This design comes from an exercise in tuning for small area and a short achievable clock period on the open sky130 flow, not from production work.
RTL that was checked went through simulation tests only; none was proved equivalent to the original.
No functional check of the RTL was part of run 2.
Power and IR drop assume default switching activity.

==> flow/design.v, too long to show whole: its modules and the start of the top module <==
// module mult_top: 1355 lines
// module mult_fa: 10 lines
// module mult_hai: 9 lines
// module mult_ha: 9 lines
module mult_top (
    input  logic               clk,
    input  logic               reset,
    input  logic               in_valid,
    input  mult_pkg::operand_t a,
    input  mult_pkg::operand_t b,
    output logic               out_valid,
    output mult_pkg::product_u product
);
  // ...
==> flow/flow/run.sh <==
#!/bin/bash
# Own layout flow: the standard layout (standard.sh, with its unchanged
# synthesis) plus a few extra ORFS make settings from flow/extra.txt, one
# VAR=value per line. Each step's full output goes to a log in this folder.
set -euo pipefail
EXTRA=()
while IFS= read -r l; do
  [[ -n "$l" && "$l" != \#* ]] && EXTRA+=("$l")
done < flow/extra.txt
# standard.sh passes its knobs on make's command line; ours go after them
sed 's#"${@:-finish}"#"${EXTRA[@]}" "${@:-finish}"#' standard.sh > own_standard.sh
( set -- synth; source ./own_standard.sh ) > synth.log 2>&1
( set -- finish; source ./own_standard.sh ) > layout.log 2>&1
test -f out/final.def
==> flow/flow/extra.txt <==
# port buffers: a plain buffer instead of the delay buffer buffer_ports picks
BUFFER_PORTS_ARGS=-buffer_cell sky130_fd_sc_hd__buf_2
==> flow/standard.sh <==
#!/bin/bash
# synth_recipe.tcl (not shown) runs the flow's synth.tcl, then flattens the netlist and writes it again
# the make line also repeats each setting of config.mk as NAME=value (left out here)
make -C /OpenROAD-flow-scripts/flow DESIGN_CONFIG=/design/flow/config.mk WORK_HOME=/design/flow/orfs CLKGATE_MAP_FILE= SYNTH_SCRIPT=/design/flow/synth_recipe.tcl "${@:-finish}"
==> flow/config.mk <==
export PLATFORM = sky130hd
export DESIGN_NAME = mult_top
export DESIGN_NICKNAME = mult_top
export VERILOG_FILES = /design/flow/design.v
export SDC_FILE = /design/flow/constraint.sdc
export NUM_CORES = 4
export LEC_CHECK = 0
export CAP_MARGIN = 20
export CORE_MARGIN = 2
export CORE_UTILIZATION = 40
export CTS_BUF_LIST = sky130_fd_sc_hd__clkbuf_4 sky130_fd_sc_hd__clkbuf_8
export PLACE_DENSITY = 0.6
export SETUP_SLACK_MARGIN = 5
export SLEW_MARGIN = 20
export SYNTH_HIERARCHICAL = 1
==> flow/constraint.sdc <==
create_clock -name core_clock -period 8.0 [get_ports {clk}]
set_input_delay 1.6000 -clock core_clock [delete_from_list [all_inputs] [get_ports {clk}]]
set_output_delay 1.6000 -clock core_clock [all_outputs]
set_load 0.01 [all_outputs]
==> notes.md, run 1 <==
* Outcome: no timing/DRC/antenna violations
* Die W at 165 µm
* Layout net count at approximately 1.3k
* Leak Pwr at 4.51 nW
* Crit path from: b_r[14]$_DFF_P_
* Top Registers: product (32), a_r (16), b_r (16)
* Fin util at 46.8%
* Max reg flops at 32
* Met1 Usage GRT at 29.3%
* DRT iter0 DRCs at about 570
* Antenna diodes at 0
* Most common cell in the synthesized netlist: nand2_1
* CTS tree: yes
* Hold wc startpoint: lo_q[2]$_DFF_P_
* Final instance area at 11800 µm²
* Reg2Reg Depth at 6
* Synth Area in Compound Gates at 7.74%
* Area occupied by registers at 3030 µm²
* Die Ht at 165 µm
* Clock-cell share at approximately 3.2%
* Inverter count at 14
* GRT Residual Overflow at 0
* Num rows at 58
* EDFF count, synth at 0
* Clock Buffer Count at 18
* Post-synthesis cell count at 964
* Hold WS at slightly above 400 ps
* Vias in the first global route at around 7.6k
* Crit Path Class: reg -> reg
* Antenna-violating nets left at 0
==> inputs of run 2 (changes only) <==
--- a/flow/design.v
+++ b/flow/design.v
@@ -723,26 +723,20 @@
     logic s443;
     logic c444;
     logic s445;
     logic c446;
     logic s447;
     logic c448;
     logic s449;
     logic c450;
-    logic m1_7_0;
-    logic m1_7_1;
-    logic m1_7_2;
-    logic m1_7_3;
-    logic m1_8_0;
-    logic m1_8_1;
-    logic m1_8_2;
     logic m1_9_0;
     logic m1_9_1;
     logic m1_9_2;
+    logic m1_9_3;
     logic m1_10_0;
     logic m1_10_1;
     logic m1_10_2;
     logic m1_11_0;
     logic m1_11_1;
     logic m1_11_2;
     logic m1_12_0;
     logic m1_12_1;
@@ -794,19 +788,19 @@
     logic m1_27_2;
     logic m1_28_0;
     logic m1_28_1;
     logic m1_28_2;
     logic m1_29_0;
     logic m1_29_1;
     logic m1_29_2;
     logic m1_30_0;
-    logic [7:0] lo_w, lo_q;
-    logic [8:0] lo_t;
-    logic [25:0] hi_w;
+    logic [9:0] lo_w, lo_q;
+    logic [10:0] lo_t;
+    logic [23:0] hi_w;
     always_ff @(posedge clk) begin
         a_r <= a;
         b_r <= b;
     end
     always_ff @(posedge clk) begin
         if (reset) begin
             v         <= '0;
             out_valid <= 1'b0;
@@ -1253,20 +1247,20 @@
     mult_fa u_s387 (.x(c330), .y(s333), .z(s335), .s(s387), .c(c388));
     mult_fa u_s389 (.x(pp_15_12), .y(c334), .z(s337), .s(s389), .c(c390));
     mult_fa u_s391 (.x(pp_13_15), .y(pp_14_14), .z(pp_15_13), .s(s391), .c(c392));
     mult_fa u_s395 (.x(pp_0_2), .y(pp_1_1), .z(1'b1), .s(s395), .c(c396));
     mult_fa u_s397 (.x(pp_2_1), .y(pp_3_0), .z(s341), .s(s397), .c(c398));
     mult_fa u_s399 (.x(c342), .y(s245), .z(s343), .s(s399), .c(c400));
     mult_fa u_s401 (.x(c344), .y(s251), .z(s345), .s(s401), .c(c402));
     mult_fa u_s403 (.x(c346), .y(s255), .z(s347), .s(s403), .c(c404));
-    assign lo_t = {1'b0, c402, c400, c398, c396, pp_2_0, pp_0_1, pp_0_0, 1'b1} + {1'b0, s403, s401, s399, s397, s395, pp_1_0, 1'b1, 1'b1};
-    assign lo_w = lo_t[8:1];
-    mult_fa u_s405 (.x(m1_7_0), .y(m1_7_1), .z(m1_7_2), .s(s405), .c(c406));
-    mult_fa u_s407 (.x(m1_8_0), .y(m1_8_1), .z(m1_8_2), .s(s407), .c(c408));
+    mult_fa u_s405 (.x(c348), .y(s259), .z(s349), .s(s405), .c(c406));
+    mult_fa u_s407 (.x(s263), .y(c350), .z(s351), .s(s407), .c(c408));
+    assign lo_t = {1'b0, c406, c404, c402, c400, c398, c396, pp_2_0, pp_0_1, pp_0_0, 1'b1} + {1'b0, s407, s405, s403, s401, s399, s397, s395, pp_1_0, 1'b1, 1'b1};
+    assign lo_w = lo_t[10:1];
     mult_fa u_s409 (.x(m1_9_0), .y(m1_9_1), .z(m1_9_2), .s(s409), .c(c410));
     mult_fa u_s411 (.x(m1_10_0), .y(m1_10_1), .z(m1_10_2), .s(s411), .c(c412));
     mult_fa u_s413 (.x(m1_11_0), .y(m1_11_1), .z(m1_11_2), .s(s413), .c(c414));
     mult_fa u_s415 (.x(m1_12_0), .y(m1_12_1), .z(m1_12_2), .s(s415), .c(c416));
     mult_fa u_s417 (.x(m1_13_0), .y(m1_13_1), .z(m1_13_2), .s(s417), .c(c418));
     mult_fa u_s419 (.x(m1_14_0), .y(m1_14_1), .z(m1_14_2), .s(s419), .c(c420));
     mult_fa u_s421 (.x(m1_15_0), .y(m1_15_1), .z(m1_15_2), .s(s421), .c(c422));
     mult_fa u_s423 (.x(m1_16_0), .y(m1_16_1), .z(m1_16_2), .s(s423), .c(c424));
@@ -1278,31 +1272,25 @@
     mult_fa u_s435 (.x(m1_22_0), .y(m1_22_1), .z(m1_22_2), .s(s435), .c(c436));
     mult_fa u_s437 (.x(m1_23_0), .y(m1_23_1), .z(m1_23_2), .s(s437), .c(c438));
     mult_fa u_s439 (.x(m1_24_0), .y(m1_24_1), .z(m1_24_2), .s(s439), .c(c440));
     mult_fa u_s441 (.x(m1_25_0), .y(m1_25_1), .z(m1_25_2), .s(s441), .c(c442));
     mult_fa u_s443 (.x(m1_26_0), .y(m1_26_1), .z(m1_26_2), .s(s443), .c(c444));
     mult_fa u_s445 (.x(m1_27_0), .y(m1_27_1), .z(m1_27_2), .s(s445), .c(c446));
     mult_fa u_s447 (.x(m1_28_0), .y(m1_28_1), .z(m1_28_2), .s(s447), .c(c448));
     mult_fa u_s449 (.x(m1_29_0), .y(m1_29_1), .z(m1_29_2), .s(s449), .c(c450));
-    assign hi_w = {1'b1, m1_30_0, c448, c446, c444, c442, c440, c438, c436, c434, c432, c430, c428, c426, c424, c422, c420, c418, c416, c414, c412, c410, c408, c406, m1_7_3, lo_q[7]} + {1'b1, c450, s449, s447, s445, s443, s441, s439, s437, s435, s433, s431, s429, s427, s425, s423, s421, s419, s417, s415, s413, s411, s409, s407, s405, lo_q[7]};
-    assign sum_w[6:0] = ~lo_q[6:0];
-    assign sum_w[31:7] = ~hi_w[25:1];
+    assign hi_w = {1'b1, m1_30_0, c448, c446, c444, c442, c440, c438, c436, c434, c432, c430, c428, c426, c424, c422, c420, c418, c416, c414, c412, c410, m1_9_3, lo_q[9]} + {1'b1, c450, s449, s447, s445, s443, s441, s439, s437, s435, s433, s431, s429, s427, s425, s423, s421, s419, s417, s415, s413, s411, s409, lo_q[9]};
+    assign sum_w[8:0] = ~lo_q[8:0];
+    assign sum_w[31:9] = ~hi_w[23:1];
     always_ff @(posedge clk) begin
         lo_q <= lo_w;
-        m1_7_0 <= c348;
-        m1_7_1 <= s259;
-        m1_7_2 <= s349;
-        m1_7_3 <= c404;
-        m1_8_0 <= s263;
-        m1_8_1 <= c350;
-        m1_8_2 <= s351;
         m1_9_0 <= s267;
         m1_9_1 <= c352;
         m1_9_2 <= s353;
+        m1_9_3 <= c408;
         m1_10_0 <= c354;
         m1_10_1 <= s271;
         m1_10_2 <= s355;
         m1_11_0 <= s275;
         m1_11_1 <= c356;
         m1_11_2 <= s357;
         m1_12_0 <= s279;
         m1_12_1 <= c358;
==> flow/config.mk (replaced) <==
export PLATFORM = sky130hd
export DESIGN_NAME = mult_top
export DESIGN_NICKNAME = mult_top
export VERILOG_FILES = /design/flow/design.v
export SDC_FILE = /design/flow/constraint.sdc
export NUM_CORES = 4
export LEC_CHECK = 0
export CAP_MARGIN = 20
export CORE_MARGIN = 2
export CORE_UTILIZATION = 40
export PLACE_DENSITY = 0.6
export SETUP_SLACK_MARGIN = 5
export SLEW_MARGIN = 20
export SYNTH_HIERARCHICAL = 1
==> notes.md, run 2 <==
* Outcome: no timing/DRC/antenna violations
* Leak Pwr at 4.67 nW (+3.5%)
* Req. time, crit path at 8290 ps
* Max-slew violations at 0
* Final hold violation count at 0
* DRT iter0 DRCs at 551 (-3.0%)
* Die Ht at 163 µm (-0.80%)
* Clock sink total at 142
* DP HPWL at about 17000 µm
* Post-synthesis cell count at 952 (-1.2%)
* Register bit total from synthesis at about 140
* Post-synth top area share at 41.8%
* Antenna-violating nets left at 0 (unchanged)
* Commonest non-fill, non-tap cell in the layout: nand2_1
* Period minus WS final at 3130 ps
* CTS tree: yes
* Proportion of power drawn by flip-flops and latches at 22.6%
* Worst EP arrival at 3420 ps
* Post-synth top area cell: fa_1
* Sequential share of the synthesized area at 28.0%
* Max Fanout on Critical Path at 6
* PD cells at ~380 nW/µm²
* Most frequent cells in the layout: nand2_1 (279), fa_1 (182), dfxtp_1 (112)
* Synth Cell Area at 10100 µm²
* Num rows at 58 (unchanged)
* GRT Residual Overflow at 0 (unchanged)
* Synthesis warning total at 7
* Via count at 7070
* Worst Max-Slew Pin Slew at 680 ps
* GRT Overall Usage at 20.1%
* DRC viols at 0
* Layout cells sized above 1 at 23.7%
* Adder-cell area share of the yosys netlist at 45.5%
* Setup TNS at 0 ps
* Die area at 26600 µm²
* Top reg by flops: product
* Peak supply drop at 0.199 mV
* Detailed Route WL at 24900 µm
* CTS buffer count at 17
* Vias/cell at 5.07
* GPL Wtd Cong at 0.860
* Initial antenna violation count at 1
* Worst R2R Start: a_r[3]$_DFF_P_
* Clock buffer depth at 2
* Slew Limit Headroom at 54.5%
* Largest family of logic cells by synthesized area: adder cells
* Synth Area in Compound Gates at 7.17% (-0.58 points)
* Final period utilization at 39.1%
* Reg2Reg Depth at 8 (+2)
* Mux cell area share after synthesis at 0.296%
* Synthesis-to-finish area growth at 19.6%
* Max reg flops at 32 (unchanged)
* Terminus of the critical flop-to-flop path: m1_16_2$_DFF_P_
* Hold Crit Class: reg -> reg
* Xor/xnor share of the synthesized area at under 10%
* Largest net degree at the start of global routing at 48
* Clock slew at reported path FFs at roughly 70 ps
* First-pass GRT wire length at 40700 µm
* Critical Path End: m1_16_2$_DFF_P_
* Post-CTS Hold Buffers at 0
* Max-cap viol count at 0
* Ranking of synthesized cells by area: fa_1 (42%), dfxtp_1 (28%), nand2_1 (10%)
* R2R setup slack at slightly below 5000 ps
* RSZ-0062 raised after global routing: yes
* H-tree levels at 4
* Logic pwr share at 58.9%
* Hold WS at 407 ps (-5.18 ps)
* Clock Skews at 12.7 ps
* Overall power at about 0.0046 W
* Drt pass-1 iters at 5
* Most common cell in the synthesized netlist: nand2_1
* Clock network power share at roughly a fifth
* Internal Pwr Total at 0.00258 W
* Simple-Gate Fraction of Synth Area at between 10% and 20%
* Die W at 163 µm (-0.80%)
* Top Registers: product (32), a_r (16), b_r (16)
* Crit Path Class: reg -> reg
* Fin util at 48.4% (+1.6 points)
* Antenna diodes at 0 (unchanged)
* Netlist cell types at 48
* EDFF count, synth at 0 (unchanged)
* Final setup viols at 0
* Psw at 0.00200 W
* Fmax at ~320 MHz
* Crit path from: a_r[3]$_DFF_P_
* # IOs at roughly 70
* Crit path launch type: register
* Layout net count at 1329 (+1.1%)
* DR WL/cell at 17.9 µm
* Synth top cells by count: nand2_1 (282), fa_1 (212), dfxtp_1 (142), clkbuf_1 (64), nor2_1 (31)
* CP Capture Type: register
* Root Buffer Master: clkbuf_16
* Core area at 25000 µm²
* Vias in the first global route at 7551 (-0.59%)
* Avg Inst Size Synth at approximately 11 µm²
* Number of buffers added on ports at 67
* Switching share of power at 43.7%
* Initial core utilization at 40.5%
* Fillers at approximately 2.3k
* Top_reg_cell synth: dfxtp_1
* Fraction of registers with async set/reset at 0%
* Worst-skew pair later-pin latency at roughly 420 ps
[run 2: layer usage]
layer  share of wire (%)  GRT usage (%)  up-vias  wire length, µm
met5               0.032              0        -                8
met4                 2.0           6.76        2              506
met3                 7.9           5.05       41             1980
met2                  44           30.1      286            10900
met1                  46           28.4     3510            11500
li1                    -              -     3231                -
[run 2: kinds of logic (layout without fill, tap and decap cells)]
family / Yosys count / count (layout)
muxes: 3 / 3
adders and majority gates: 242 / 242
buffers and inverters: 84 / 183
and+or+nand+nor: 351 / 351
xor gates and xnor gates: 21 / 21
AOI/OAI and AO/OA: 108 / 108
other: 1 / 15
DFF: 142 / 142
[run 2: through the flow]
stage	std cells	setup WS [ps]	area [µm²]
floorplan	966	4870	10500
global placement	1292	4500	10700
detailed placement	1292	4380	10700
CTS	1385	4890	12000
global route	1395	4760	12100
finish	1395	4870	12100
[run 2: area by class of cell]
class | count | area (µm²) | share of cell area, %
Clock inverter | 15 | 196 | 1.62
Inverter | 10 | 37.5 | 0.309
Tap cell | 330 | 413 | 3.40
Multi-Input combinational cell | 740 | 7190 | 59.3
Timing Repair Buffer | 141 | 930 | 7.66
Clock buffer | 17 | 425 | 3.51
Sequential cell | 142 | 2940 | 24.2
[run 2: power by group through the flow]
stage          clock (W)  combinational, W  sequential (W)
3_3_place_gp           0           0.00254         0.00107
4_1_cts         0.000868           0.00266         0.00104
6_report        0.000849           0.00269         0.00103
2_1_floorplan          0           0.00201         0.00102
5_1_grt         0.000904           0.00305         0.00105
3_5_place_dp           0           0.00258         0.00107
[run 2: critical path: stages, from the launching register on]
cell	delay [ps]
dfxtp_4	410
buf_4	180
buf_4	150
nand2_1	70
fa_1	380
fa_2	560
fa_2	450
fa_2	360
fa_1	440
[run 2: worst min path at each step]
stage / start / cells past startpoint / end
2_1_floorplan: lo_q[0]$_DFF_P_ / 1 / product[0]$_SDFFE_PP0P_
3_3_place_gp: lo_q[0]$_DFF_P_ / 1 / product[0]$_SDFFE_PP0P_
3_5_place_dp: lo_q[0]$_DFF_P_ / 1 / product[0]$_SDFFE_PP0P_
4_1_cts: lo_q[3]$_DFF_P_ / 1 / product[3]$_SDFFE_PP0P_
5_1_grt: lo_q[3]$_DFF_P_ / 1 / product[3]$_SDFFE_PP0P_
6_report: lo_q[3]$_DFF_P_ / 1 / product[3]$_SDFFE_PP0P_
[run 2: modules after synthesis (local to each module, per instance)]
module    cell area [µm²]  flip-flops and latches
mult_top             5940                     142
mult_fa              20.0                       0
[run 2: repair_timing]
item / in CTS / in global routing
pin swaps: 14 / 13
resized for setup: 69 / 27
buffers inserted: 61 / 10
setup endpoints to repair: 39 / 23

-- afterwards: timing with drivers on the ports --
How much do the figures lean on ideal ports? The routed layouts below were timed once more, with nothing changed but the port constraints.
Step 1, drivers: a clkbuf_16 drives clk and a buf_2 each remaining input, both assumed.
Step 2 adds t to the input delays and takes it off the output delays; t is the mean of the earliest and latest rising clock arrival at the registers after step 1. Input paths then give back, and output paths get back, about the clock's delay inside the block.
Slacks: ideal / step 1 / step 2; pairs: ideal / step 1.
run	t, ns	setup slack, ns	worst hold slack (ns)	worst data-port slew with drivers (ns)
run 1	0.510	5.021 / 5.021 / 4.711	0.412 / 0.412 / 0.412	0.04
run 2	0.461	4.869 / 4.869 / 4.786	0.407 / 0.407 / 0.407	0.04
After both steps every run listed still meets setup and hold. For run 1, which loses most, drivers alone change the setup slack by 0.000 ns; drivers and shift together by -0.310 ns.
